Context: an optimization exercise on an open-source flow, tuned for small area. The choices shown serve that exercise and are no tape-out recipe.
Function was checked by simulation only, so behaviour that the tests miss may differ from the original.
Power and IR drop assume default switching activity.

==> flow/config.mk <==
export PLATFORM = sky130hd
export DESIGN_NAME = processor
export DESIGN_NICKNAME = processor
export VERILOG_FILES = /design/flow/design.v
export SDC_FILE = /design/flow/constraint.sdc
export NUM_CORES = 4
export LEC_CHECK = 0
export CAP_MARGIN = 20
export CORE_MARGIN = 2
export CORE_UTILIZATION = 40
export SLEW_MARGIN = 20
==> flow/constraint.sdc <==
create_clock -name core_clock -period 10.0 [get_ports {clock}]
set_input_delay 2.0000 -clock core_clock [delete_from_list [all_inputs] [get_ports {clock}]]
set_output_delay 2.0000 -clock core_clock [all_outputs]
set_load 0.01 [all_outputs]
==> flow/design.v <==
`default_nettype none
package cpu_pkg;
    localparam int WORD_W = 32;
    localparam int REG_W  = 5;
    localparam int OP_W   = 5;
    typedef logic [WORD_W-1:0] word_t;     
    typedef logic [WORD_W-1:0] insn_t;
    typedef logic [REG_W-1:0]  reg_idx_t;
    typedef logic [OP_W-1:0]   opcode_t;
    typedef logic [OP_W-1:0]   alu_op_t;
    typedef enum logic [1:0] {FWD_RF, FWD_MEM, FWD_WB} fwd_sel_t;
    localparam opcode_t OP_RTYPE = 5'd0;
    localparam opcode_t OP_J     = 5'd1;
    localparam opcode_t OP_BNE   = 5'd2;
    localparam opcode_t OP_JAL   = 5'd3;
    localparam opcode_t OP_JR    = 5'd4;
    localparam opcode_t OP_ADDI  = 5'd5;
    localparam opcode_t OP_BLT   = 5'd6;
    localparam opcode_t OP_SW    = 5'd7;
    localparam opcode_t OP_LW    = 5'd8;
    localparam alu_op_t ALU_ADD = 5'd0;
    localparam alu_op_t ALU_SUB = 5'd1;
    localparam alu_op_t ALU_AND = 5'd2;
    localparam alu_op_t ALU_OR  = 5'd3;
    localparam alu_op_t ALU_SLL = 5'd4;
    localparam alu_op_t ALU_SRA = 5'd5;
    localparam int OPC_HI   = 31;
    localparam int OPC_LO   = 27;
    localparam int RD_HI    = 26;
    localparam int RD_LO    = 22;
    localparam int RS_HI    = 21;
    localparam int RS_LO    = 17;
    localparam int RT_HI    = 16;
    localparam int RT_LO    = 12;
    localparam int SHAMT_HI = 11;
    localparam int SHAMT_LO = 7;
    localparam int FUNC_HI  = 6;
    localparam int FUNC_LO  = 2;
    localparam int IMM_HI   = 16;    
    localparam int IMM_LO   = 0;
    localparam int TGT_HI   = 26;    
    localparam int TGT_LO   = 0;
    localparam reg_idx_t LINK_REG = 5'd31;    
    localparam insn_t    NOP_INSN = '0;       
endpackage
`default_nettype wire
`timescale 1ns/1ns
`default_nettype none
module fetch_stage (
    input  logic           clock,
    input  logic           rst_n,
    input  logic           stall,
    input  logic           redirect,
    input  cpu_pkg::word_t redirect_pc,
    input  cpu_pkg::insn_t q_imem,
    output cpu_pkg::word_t address_imem,
    output cpu_pkg::insn_t fd_insn,
    output cpu_pkg::word_t fd_pc_next
);
    cpu_pkg::word_t pc;
    cpu_pkg::word_t pc_plus1;
    assign pc_plus1     = pc + 32'd1;    
    assign address_imem = pc;
    always_ff @(posedge clock) begin
        if (!rst_n) begin
            pc <= '0;
        end else if (redirect) begin
            pc <= redirect_pc;
        end else if (!stall) begin
            pc <= pc_plus1;
        end
    end
    always_ff @(posedge clock) begin
        if (!rst_n) begin
            fd_insn <= cpu_pkg::NOP_INSN;
        end else if (redirect) begin
            fd_insn <= cpu_pkg::NOP_INSN;           
        end else if (!stall) begin
            fd_insn <= q_imem;
        end
    end
    always_ff @(posedge clock) begin
        if (!stall) begin
            fd_pc_next <= pc_plus1;        
        end
    end
endmodule
`default_nettype wire
`timescale 1ns/1ns
`default_nettype none
module decode_stage (
    input  logic              clock,
    input  logic              rst_n,
    input  logic              stall,
    input  logic              flush,
    input  cpu_pkg::insn_t    fd_insn,
    input  cpu_pkg::word_t    fd_pc_next,
    input  cpu_pkg::word_t    data_readRegA,
    input  cpu_pkg::word_t    data_readRegB,
    input  logic              wb_fwd_a,
    input  logic              wb_fwd_b,
    input  cpu_pkg::word_t    data_writeReg,
    output cpu_pkg::reg_idx_t ctrl_readRegA,
    output cpu_pkg::reg_idx_t ctrl_readRegB,
    output cpu_pkg::insn_t    dx_insn,
    output cpu_pkg::word_t    dx_pc_next,
    output cpu_pkg::word_t    dx_a,
    output cpu_pkg::word_t    dx_b,
    output cpu_pkg::word_t    dx_imm,
    output cpu_pkg::reg_idx_t dx_src_a,
    output cpu_pkg::reg_idx_t dx_src_b
);
    cpu_pkg::opcode_t  opcode;
    logic     is_branch;
    logic     reads_rd_b;    
    cpu_pkg::reg_idx_t rd;
    cpu_pkg::reg_idx_t rs;
    cpu_pkg::reg_idx_t rt;
    cpu_pkg::word_t    a_val;
    cpu_pkg::word_t    b_val;
    cpu_pkg::word_t    imm_ext;
    assign opcode     = fd_insn[cpu_pkg::OPC_HI:cpu_pkg::OPC_LO];
    assign rd         = fd_insn[cpu_pkg::RD_HI:cpu_pkg::RD_LO];
    assign rs         = fd_insn[cpu_pkg::RS_HI:cpu_pkg::RS_LO];
    assign rt         = fd_insn[cpu_pkg::RT_HI:cpu_pkg::RT_LO];
    assign is_branch  = (opcode == cpu_pkg::OP_BNE) || (opcode == cpu_pkg::OP_BLT);
    assign reads_rd_b = (opcode == cpu_pkg::OP_SW) || (opcode == cpu_pkg::OP_JR);
    assign ctrl_readRegA = is_branch ? rd : rs;
    assign ctrl_readRegB = is_branch ? rs : (reads_rd_b ? rd : rt);
    assign a_val   = wb_fwd_a ? data_writeReg : data_readRegA;
    assign b_val   = wb_fwd_b ? data_writeReg : data_readRegB;
    assign imm_ext = {{(cpu_pkg::WORD_W-cpu_pkg::IMM_HI-1){fd_insn[cpu_pkg::IMM_HI]}}, fd_insn[cpu_pkg::IMM_HI:cpu_pkg::IMM_LO]};
    always_ff @(posedge clock) begin
        if (!rst_n || stall || flush) begin
            dx_insn  <= cpu_pkg::NOP_INSN;          
            dx_src_a <= '0;
            dx_src_b <= '0;
        end else begin
            dx_insn  <= fd_insn;
            dx_src_a <= ctrl_readRegA;     
            dx_src_b <= ctrl_readRegB;
        end
    end
    always_ff @(posedge clock) begin
        dx_pc_next <= fd_pc_next;
        dx_a       <= a_val;
        dx_b       <= b_val;
        dx_imm     <= imm_ext;
    end
endmodule
`default_nettype wire
`timescale 1ns/1ns
`default_nettype none
module hazard_unit (
    input  cpu_pkg::reg_idx_t ctrl_readRegA,
    input  cpu_pkg::reg_idx_t ctrl_readRegB,
    input  cpu_pkg::reg_idx_t dx_src_a,
    input  cpu_pkg::reg_idx_t dx_src_b,
    input  cpu_pkg::insn_t    dx_insn,
    input  cpu_pkg::reg_idx_t xm_dest,
    input  logic              xm_writes,
    input  cpu_pkg::reg_idx_t wb_dest,
    input  logic              wb_writes,
    input  logic              redirect,
    output logic              stall,
    output logic              flush,
    output logic              wb_fwd_a,
    output logic              wb_fwd_b,
    output cpu_pkg::fwd_sel_t fwd_a,
    output cpu_pkg::fwd_sel_t fwd_b
);
    cpu_pkg::reg_idx_t dx_rd;
    logic     dx_is_load;
    function automatic logic [1:0] pick_fwd(input cpu_pkg::reg_idx_t src, input cpu_pkg::reg_idx_t m_dest,
                                          input logic m_wr, input cpu_pkg::reg_idx_t w_dest,
                                          input logic w_wr);
        cpu_pkg::fwd_sel_t sel;
        sel = cpu_pkg::FWD_RF;
        if (m_wr && src == m_dest) begin
            sel = cpu_pkg::FWD_MEM;
        end else if (w_wr && src == w_dest) begin
            sel = cpu_pkg::FWD_WB;
        end
        pick_fwd = sel;
    endfunction
    assign fwd_a = cpu_pkg::fwd_sel_t'(pick_fwd(dx_src_a, xm_dest, xm_writes, wb_dest, wb_writes));
    assign fwd_b = cpu_pkg::fwd_sel_t'(pick_fwd(dx_src_b, xm_dest, xm_writes, wb_dest, wb_writes));
    assign wb_fwd_a = wb_writes && (ctrl_readRegA == wb_dest);
    assign wb_fwd_b = wb_writes && (ctrl_readRegB == wb_dest);
    assign dx_rd      = dx_insn[cpu_pkg::RD_HI:cpu_pkg::RD_LO];
    assign dx_is_load = (dx_insn[cpu_pkg::OPC_HI:cpu_pkg::OPC_LO] == cpu_pkg::OP_LW);
    assign stall      = dx_is_load && (dx_rd != '0)
                        && ((dx_rd == ctrl_readRegA) || (dx_rd == ctrl_readRegB));
    assign flush = redirect;    
endmodule
`default_nettype wire
`timescale 1ns/1ns
`default_nettype none
module execute_stage (
    input  logic              clock,
    input  logic              rst_n,
    input  cpu_pkg::insn_t    dx_insn,
    input  cpu_pkg::word_t    dx_pc_next,
    input  cpu_pkg::word_t    dx_a,
    input  cpu_pkg::word_t    dx_b,
    input  cpu_pkg::word_t    dx_imm,
    input  cpu_pkg::fwd_sel_t fwd_a,
    input  cpu_pkg::fwd_sel_t fwd_b,
    input  cpu_pkg::word_t    xm_value,
    input  cpu_pkg::word_t    wb_value,
    output logic              redirect,
    output cpu_pkg::word_t    redirect_pc,
    output cpu_pkg::insn_t    xm_insn,
    output cpu_pkg::word_t    xm_result,
    output cpu_pkg::word_t    xm_store_data
);
    cpu_pkg::opcode_t                      opcode;
    cpu_pkg::alu_op_t                      alu_op;
    logic [cpu_pkg::SHAMT_HI-cpu_pkg::SHAMT_LO:0]   shamt;
    logic                         uses_imm;    
    logic                         is_jal;
    logic                         is_jump;
    logic                         taken;
    cpu_pkg::word_t                        op_a;
    cpu_pkg::word_t                        op_b;
    cpu_pkg::word_t                        alu_b;
    cpu_pkg::word_t                        alu_out;
    cpu_pkg::word_t                        br_target;
    cpu_pkg::word_t                        jmp_target;
    function automatic logic [31:0] pick_operand(input cpu_pkg::fwd_sel_t sel, input cpu_pkg::word_t rf,
                                           input cpu_pkg::word_t mem, input cpu_pkg::word_t wb);
        cpu_pkg::word_t val;
        case (sel)
            cpu_pkg::FWD_MEM: val = mem;
            cpu_pkg::FWD_WB:  val = wb;
            default: val = rf;
        endcase
        pick_operand = val;
    endfunction
    assign op_a = pick_operand(fwd_a, dx_a, xm_value, wb_value);
    assign op_b = pick_operand(fwd_b, dx_b, xm_value, wb_value);
    assign opcode   = dx_insn[cpu_pkg::OPC_HI:cpu_pkg::OPC_LO];
    assign shamt    = dx_insn[cpu_pkg::SHAMT_HI:cpu_pkg::SHAMT_LO];
    assign uses_imm = (opcode == cpu_pkg::OP_ADDI) || (opcode == cpu_pkg::OP_LW) || (opcode == cpu_pkg::OP_SW);
    assign alu_op   = (opcode == cpu_pkg::OP_RTYPE) ? dx_insn[cpu_pkg::FUNC_HI:cpu_pkg::FUNC_LO] : cpu_pkg::ALU_ADD;
    assign alu_b    = uses_imm ? dx_imm : op_b;
    always_comb begin
        case (alu_op)
            cpu_pkg::ALU_ADD: alu_out = op_a + alu_b;
            cpu_pkg::ALU_SUB: alu_out = op_a - alu_b;
            cpu_pkg::ALU_AND: alu_out = op_a & alu_b;
            cpu_pkg::ALU_OR:  alu_out = op_a | alu_b;
            cpu_pkg::ALU_SLL: alu_out = op_a << shamt;
            cpu_pkg::ALU_SRA: alu_out = cpu_pkg::word_t'($signed(op_a) >>> shamt);
            default: alu_out = '0;           
        endcase
    end
    assign taken = ((opcode == cpu_pkg::OP_BNE) && (op_a != op_b))
                   || ((opcode == cpu_pkg::OP_BLT) && ($signed(op_a) < $signed(op_b)));
    assign is_jal     = (opcode == cpu_pkg::OP_JAL);
    assign is_jump    = (opcode == cpu_pkg::OP_J) || is_jal || (opcode == cpu_pkg::OP_JR);
    assign br_target  = dx_pc_next + dx_imm;
    assign jmp_target = (opcode == cpu_pkg::OP_JR) ? op_b       
                        : {{(cpu_pkg::WORD_W-cpu_pkg::TGT_HI-1){dx_insn[cpu_pkg::TGT_HI]}}, dx_insn[cpu_pkg::TGT_HI:cpu_pkg::TGT_LO]};
    assign redirect    = taken || is_jump;
    assign redirect_pc = taken ? br_target : jmp_target;
    always_ff @(posedge clock) begin
        if (!rst_n) begin
            xm_insn <= cpu_pkg::NOP_INSN;
        end else begin
            xm_insn <= dx_insn;
        end
    end
    always_ff @(posedge clock) begin
        xm_result     <= is_jal ? dx_pc_next : alu_out;    
        xm_store_data <= op_b;
    end
endmodule
`default_nettype wire
`timescale 1ns/1ns
`default_nettype none
module mem_wb_stage (
    input  logic              clock,
    input  logic              rst_n,
    input  cpu_pkg::insn_t    xm_insn,
    input  cpu_pkg::word_t    xm_result,
    input  cpu_pkg::word_t    xm_store_data,
    input  cpu_pkg::word_t    q_dmem,
    output cpu_pkg::word_t    address_dmem,
    output cpu_pkg::word_t    data,
    output logic              wren,
    output cpu_pkg::reg_idx_t xm_dest,
    output logic              xm_writes,
    output cpu_pkg::word_t    xm_value,
    output logic              ctrl_writeEnable,
    output cpu_pkg::reg_idx_t ctrl_writeReg,
    output cpu_pkg::word_t    data_writeReg
);
    cpu_pkg::opcode_t  opcode;
    logic     is_load;
    logic     mw_load;
    logic     mw_writes;
    cpu_pkg::reg_idx_t mw_dest;
    cpu_pkg::word_t    mw_result;
    cpu_pkg::word_t    mw_loaded;
    assign opcode  = xm_insn[cpu_pkg::OPC_HI:cpu_pkg::OPC_LO];
    assign is_load = (opcode == cpu_pkg::OP_LW);
    assign address_dmem = xm_result;
    assign data         = xm_store_data;
    assign wren         = (opcode == cpu_pkg::OP_SW);
    assign xm_dest   = (opcode == cpu_pkg::OP_JAL) ? cpu_pkg::LINK_REG : xm_insn[cpu_pkg::RD_HI:cpu_pkg::RD_LO];
    assign xm_writes = ((opcode == cpu_pkg::OP_RTYPE) || (opcode == cpu_pkg::OP_ADDI) || is_load
                        || (opcode == cpu_pkg::OP_JAL)) && (xm_dest != '0);    
    assign xm_value  = xm_result;    
    always_ff @(posedge clock) begin
        if (!rst_n) begin
            mw_writes <= 1'b0;
            mw_load   <= 1'b0;
            mw_dest   <= '0;
        end else begin
            mw_writes <= xm_writes;
            mw_load   <= is_load;
            mw_dest   <= xm_dest;
        end
    end
    always_ff @(posedge clock) begin
        mw_result <= xm_result;
        mw_loaded <= q_dmem;
    end
    assign ctrl_writeEnable = mw_writes;
    assign ctrl_writeReg    = mw_dest;
    assign data_writeReg    = mw_load ? mw_loaded : mw_result;
endmodule
`default_nettype wire
`timescale 1ns/1ns
`default_nettype none
module processor (
    input  logic              clock,
    input  logic              rst_n,
    output cpu_pkg::word_t    address_imem,
    input  cpu_pkg::insn_t    q_imem,
    output cpu_pkg::word_t    address_dmem,
    output cpu_pkg::word_t    data,
    output logic              wren,
    input  cpu_pkg::word_t    q_dmem,
    output logic              ctrl_writeEnable,
    output cpu_pkg::reg_idx_t ctrl_writeReg,
    output cpu_pkg::reg_idx_t ctrl_readRegA,
    output cpu_pkg::reg_idx_t ctrl_readRegB,
    output cpu_pkg::word_t    data_writeReg,
    input  cpu_pkg::word_t    data_readRegA,
    input  cpu_pkg::word_t    data_readRegB
);
    cpu_pkg::insn_t    fd_insn;
    cpu_pkg::word_t    fd_pc_next;
    logic     stall;
    logic     flush;
    logic     redirect;
    cpu_pkg::word_t    redirect_pc;
    logic     wb_fwd_a;
    logic     wb_fwd_b;
    cpu_pkg::insn_t    dx_insn;
    cpu_pkg::word_t    dx_pc_next;
    cpu_pkg::word_t    dx_a;
    cpu_pkg::word_t    dx_b;
    cpu_pkg::word_t    dx_imm;
    cpu_pkg::reg_idx_t dx_src_a;
    cpu_pkg::reg_idx_t dx_src_b;
    cpu_pkg::fwd_sel_t fwd_a;
    cpu_pkg::fwd_sel_t fwd_b;
    cpu_pkg::insn_t    xm_insn;
    cpu_pkg::word_t    xm_result;
    cpu_pkg::word_t    xm_store_data;
    cpu_pkg::reg_idx_t xm_dest;
    logic     xm_writes;
    cpu_pkg::word_t    xm_value;
    fetch_stage fetch_i (
        .clock(clock), .rst_n(rst_n), .stall(stall), .redirect(redirect),
        .redirect_pc(redirect_pc), .q_imem(q_imem), .address_imem(address_imem),
        .fd_insn(fd_insn), .fd_pc_next(fd_pc_next)
    );
    decode_stage decode_i (
        .clock(clock), .rst_n(rst_n), .stall(stall), .flush(flush),
        .fd_insn(fd_insn), .fd_pc_next(fd_pc_next),
        .data_readRegA(data_readRegA), .data_readRegB(data_readRegB),
        .wb_fwd_a(wb_fwd_a), .wb_fwd_b(wb_fwd_b), .data_writeReg(data_writeReg),
        .ctrl_readRegA(ctrl_readRegA), .ctrl_readRegB(ctrl_readRegB),
        .dx_insn(dx_insn), .dx_pc_next(dx_pc_next), .dx_a(dx_a), .dx_b(dx_b),
        .dx_imm(dx_imm), .dx_src_a(dx_src_a), .dx_src_b(dx_src_b)
    );
    hazard_unit hazard_i (
        .ctrl_readRegA(ctrl_readRegA), .ctrl_readRegB(ctrl_readRegB),
        .dx_src_a(dx_src_a), .dx_src_b(dx_src_b), .dx_insn(dx_insn),
        .xm_dest(xm_dest), .xm_writes(xm_writes),
        .wb_dest(ctrl_writeReg), .wb_writes(ctrl_writeEnable), .redirect(redirect),
        .stall(stall), .flush(flush), .wb_fwd_a(wb_fwd_a), .wb_fwd_b(wb_fwd_b),
        .fwd_a(fwd_a), .fwd_b(fwd_b)
    );
    execute_stage execute_i (
        .clock(clock), .rst_n(rst_n), .dx_insn(dx_insn), .dx_pc_next(dx_pc_next),
        .dx_a(dx_a), .dx_b(dx_b), .dx_imm(dx_imm), .fwd_a(fwd_a), .fwd_b(fwd_b),
        .xm_value(xm_value), .wb_value(data_writeReg),
        .redirect(redirect), .redirect_pc(redirect_pc), .xm_insn(xm_insn),
        .xm_result(xm_result), .xm_store_data(xm_store_data)
    );
    mem_wb_stage mem_wb_i (
        .clock(clock), .rst_n(rst_n), .xm_insn(xm_insn), .xm_result(xm_result),
        .xm_store_data(xm_store_data), .q_dmem(q_dmem),
        .address_dmem(address_dmem), .data(data), .wren(wren),
        .xm_dest(xm_dest), .xm_writes(xm_writes), .xm_value(xm_value),
        .ctrl_writeEnable(ctrl_writeEnable), .ctrl_writeReg(ctrl_writeReg),
        .data_writeReg(data_writeReg)
    );
endmodule
`default_nettype wire
==> flow/run.sh <==
#!/bin/bash
# synth_recipe.tcl (not shown) runs the flow's synth.tcl, then flattens the netlist and writes it again
# the make line also repeats each setting of config.mk as NAME=value (left out here)
make -C /OpenROAD-flow-scripts/flow DESIGN_CONFIG=/design/flow/config.mk WORK_HOME=/design/flow/orfs CLKGATE_MAP_FILE= SYNTH_SCRIPT=/design/flow/synth_recipe.tcl finish
==> results.txt <==
status timing/DRC/antenna clean; Vias/cell 6.448; met1 GRT Util 50.17%; Compound-Gate Fraction of Synth Area 20.15%; Seq/Total Area, Yosys 33.20%; synth warn 5; crit path DAT 8.68 ns; share of layout cells above drive strength 1 12.33%; Endpoint, Worst Hold decode_i.dx_pc_next[13]$_DFF_P_; largest net degree at the start of global routing 56; Max clock buf depth 3; Primary FF master, synth dfxtp_1; final period utilization 81.44%; minimum clock period 8.144 ns; I/O Buffers 274; Reg-to-Reg End fetch_i.pc[22]$_SDFFE_PN0P_; H-tree depth 2; R2R Path Start execute_i.xm_insn[23]$_SDFF_PN0_; Synth async-reset ratio 0%; Tightest Hold Check Type reg -> reg; CP max stage delay 0.83 ns; hold_buf cts 0; Adder-Cell Fraction of Synth Area 5.349%; most frequent cells in the layout dfxtp_1, clkdlybuf4s50_1, nor2_1; vias in the first global route 24380; CP Launch Type flop; Via Count 25250; initial antenna violation count 9; global-route layer with the greatest usage met2; Die Area 64110 um^2; Std-Cell Core Area 61600 um^2; CTS tree yes; CP Cell Sequence nor4_1 > a21oi_1 > mux2_2 > nand4b_4 > buf_4 > mux2i_1 > inv_1 > ha_1 > and4_1 > nand2_1 > nor4_1 > a211oi_1 > o21ai_0 > mux2i_2 > nand2_1 > a222oi_1 > a41o_1; Pins Over Slew Limit 0; grt met3 use 7.360%; root buf cell clkbuf_16; post-synth top area share 29.34%; Yosys reg bits 396; clk latency of the worst-skew pair 0.61 ns; fmax 0.1228 GHz; PostCTS Resize Cnt 0; dpl cell area 28520 um^2; post-synthesis mux area share 15.92%; met2 usage 62.93%; Post-Layout Cell Count 3916; num rows 91; CP Data Required Time 10.53 ns; top-level port count 275; syn_area_per_cell 8.871 um^2; post-synth top area cell dfxtp_1; Synth Instances 2800; First DRT Iteration DRCs 2819; Simple-Gate Fraction of Synth Area 15.57%; Post-synth EDFFs 32; crit path max-delay cell type a222oi_1; WL/cell 33.69 um; kind of critical path reg -> reg; clk_skew 0.02937 ns; Net count, final 3270; critical path peak fanout 30; Antenna Nets Post-Route 0; GR Overflow Total 0; Hold Violations, Final 0; fin area 30200 um^2; CTS buffer count 46; Initial Util 40.33%; Distinct cells, synth 102; Die Y 253.2 um; CTS clock-pin slew for the worst setup and hold paths 0.06 ns; top post-synthesis cells by area dfxtp_1, mux2_2, mux2i_1; CTS Sinks 396; total of max-cap violations 0; hold path depth 0; leakage power 12.54 nW; Die Width 253.2 um; Critical Path End Type flop; synthesized area 24840 um^2; total design power 7.885 mW; VDD IR max 0.1595 mV; RSZ-0062 raised after global routing no; DR pass1 iterations 7; FF-to-FF path depth 17; DRC Markers 0; syn nets 3031; most common cell after layout, fill and taps aside dfxtp_1; GPL Wtd Cong 1.057; Synth-to-Final Area Change 21.59%; setup TNS 0 ns; Fin Hold WS 0.3322 ns; HP Start fetch_i.fd_pc_next[13]$_DFFE_PN_; PD cells 261.1 nW/um^2; Placed Cells 3825; fill count 5909; Slew headroom 14.71%; main combinational cell family by area after synthesis compound AO/OA/AOI/OAI gates; setup repair bufs after CTS 0; DRT Wirelength 131900 um; final setup vio count 0; hpwl dp 102200 um; XOR/XNOR share of the synthesized area 5.662%; Overall Global Routing Usage 40.42%; r2r setup slk 1.86 ns; measured slew at the worst slew-check pin 1.275 ns; first-pass GRT wire length 184600 um
[cells by family (layout without fill, tap and decap cells)]
group           Yosys count  count (layout)
compound gates          739             739
other cells               0               4
xor+xnor                159             159
fa+ha+maj               106             106
mux                     335             335
flops                   396             396
buf+inv                 256             531
simple gates            809             809
[critical path: cells and delay by family, from the launching register on]
kind	cells	cell delay, ns
compound gates	5	1.80
fa+ha+maj	1	0.43
buf+inv	2	0.96
flops	1	0.37
mux	3	1.89
simple gates	6	2.60
[layer usage]
layer / vias to the layer above / wire [um]
met5: - / 47
met4: 4 / 11430
met3: 419 / 10940
met2: 1593 / 58090
met1: 12420 / 51420
li1: 10810 / -
[cells in the mapped netlist, drive strengths merged (10+ instances only)]
cell and count:
edfxtp 32, o21a 31, mux4 29, a21oi 149, and3 22, ha 99, nor3 59, nand3 52
or3 14, nand2 212, xor2 71, o21ai 168, a211oi 49, clkbuf 105, buf 39, nand4 31
and2 68, nor2 261, a21o 49, mux2 141, xnor2 87, dfxtp 364, o22ai 36, a311oi 11
o21bai 11, inv 109, mux2i 165, a31oi 25, o211ai 28, a2111oi 11, nand2b 18, a22oi 10
o31ai 14, nor2b 11, a221oi 24, o221ai 26, nor4 17
[flip-flops by register name, indices dropped and copies added, names as in the netlist, 10 cells and up]
| signal | flops |
|---|---|
| mem_wb_i.mw_loaded | 32 |
| execute_i.xm_store_data | 32 |
| fetch_i.pc | 32 |
| decode_i.dx_pc_next | 32 |
| decode_i.dx_insn | 32 |
| execute_i.xm_insn | 10 |
| execute_i.xm_result | 32 |
| decode_i.dx_b | 32 |
| fetch_i.fd_pc_next | 32 |
| decode_i.dx_a | 32 |
| fetch_i.fd_insn | 32 |
| decode_i.dx_imm | 17 |
| mem_wb_i.mw_result | 32 |
[through the flow]
step	worst slack, ns	util [%]
after floorplan	4.123	-
after global placement	1.741	46.30
after detailed placement	1.876	46.31
after CTS	1.844	48.90
after global routing	1.888	49.02
final	1.856	49.03
[report_power, final]
part	total, mW	internal [mW]	leakage (nW)	switching [mW]
Combinational	3.79	1.42	8.35	2.37
Sequential	2.29	1.91	3.42	0.380
Clock	1.81	1.06	0.779	0.745
Total	7.88	4.39	12.5	3.49
[worst max-delay path by stage]
stage | startpoint | end | slack (ns) | cells after the start
CTS | execute_i.xm_insn[27]$_SDFF_PN0_ | fetch_i.pc[14]$_SDFFE_PN0P_ | 1.84 | 17
global route | execute_i.xm_insn[23]$_SDFF_PN0_ | fetch_i.pc[22]$_SDFFE_PN0P_ | 1.89 | 17
global placement | execute_i.xm_insn[23]$_SDFF_PN0_ | fetch_i.pc[14]$_SDFFE_PN0P_ | 1.74 | 17
floorplan | execute_i.xm_insn[29]$_SDFF_PN0_ | execute_i.xm_result[31]$_DFF_P_ | 4.12 | 29
detailed placement | execute_i.xm_insn[27]$_SDFF_PN0_ | fetch_i.pc[14]$_SDFFE_PN0P_ | 1.88 | 17
finish | execute_i.xm_insn[23]$_SDFF_PN0_ | fetch_i.pc[22]$_SDFFE_PN0P_ | 1.86 | 17
[final cells by class]
cell class / instances / area, um^2 / share of cell area, %
clock inverters: 21 / 280.3 / 0.9280
flip-flops and latches: 396 / 8258 / 27.34
diodes: 4 / 10.01 / 0.03314
well taps: 837 / 1047 / 3.467
repair buffers: 335 / 3223 / 10.67
multi-input cells: 2148 / 15650 / 51.80
inverters: 112 / 420.4 / 1.392
clock buffers: 63 / 1318 / 4.362

port drivers added, routing unchanged:
No port has a modelled driver above. Below, the same layout with a new extraction and two added sets of constraints.
Step 1 sets driving cells, clkbuf_16 on the clock port and buf_2 on the other inputs (assumed; they add their load-dependent delay and slew).
Step 2 times the ports against the registers' clock, not the clock port: input delays grow and output delays shrink by t, the midpoint of the rising clock arrivals with the driver on.
Slacks: ideal / step 1 / step 2; pairs: ideal / step 1.
t (ns): 0.658
slack for setup (ns): 1.856 / 1.856 / 1.856
clock arrival spread, ns: 0.030 / 0.030
slew at the worst register clock pin (ns): 0.08 / 0.08
cell pins on the clock port's net: 1
After both steps setup and hold are still met in this run. For this run, drivers alone change the setup slack by 0.000 ns; drivers and shift together by 0.000 ns.
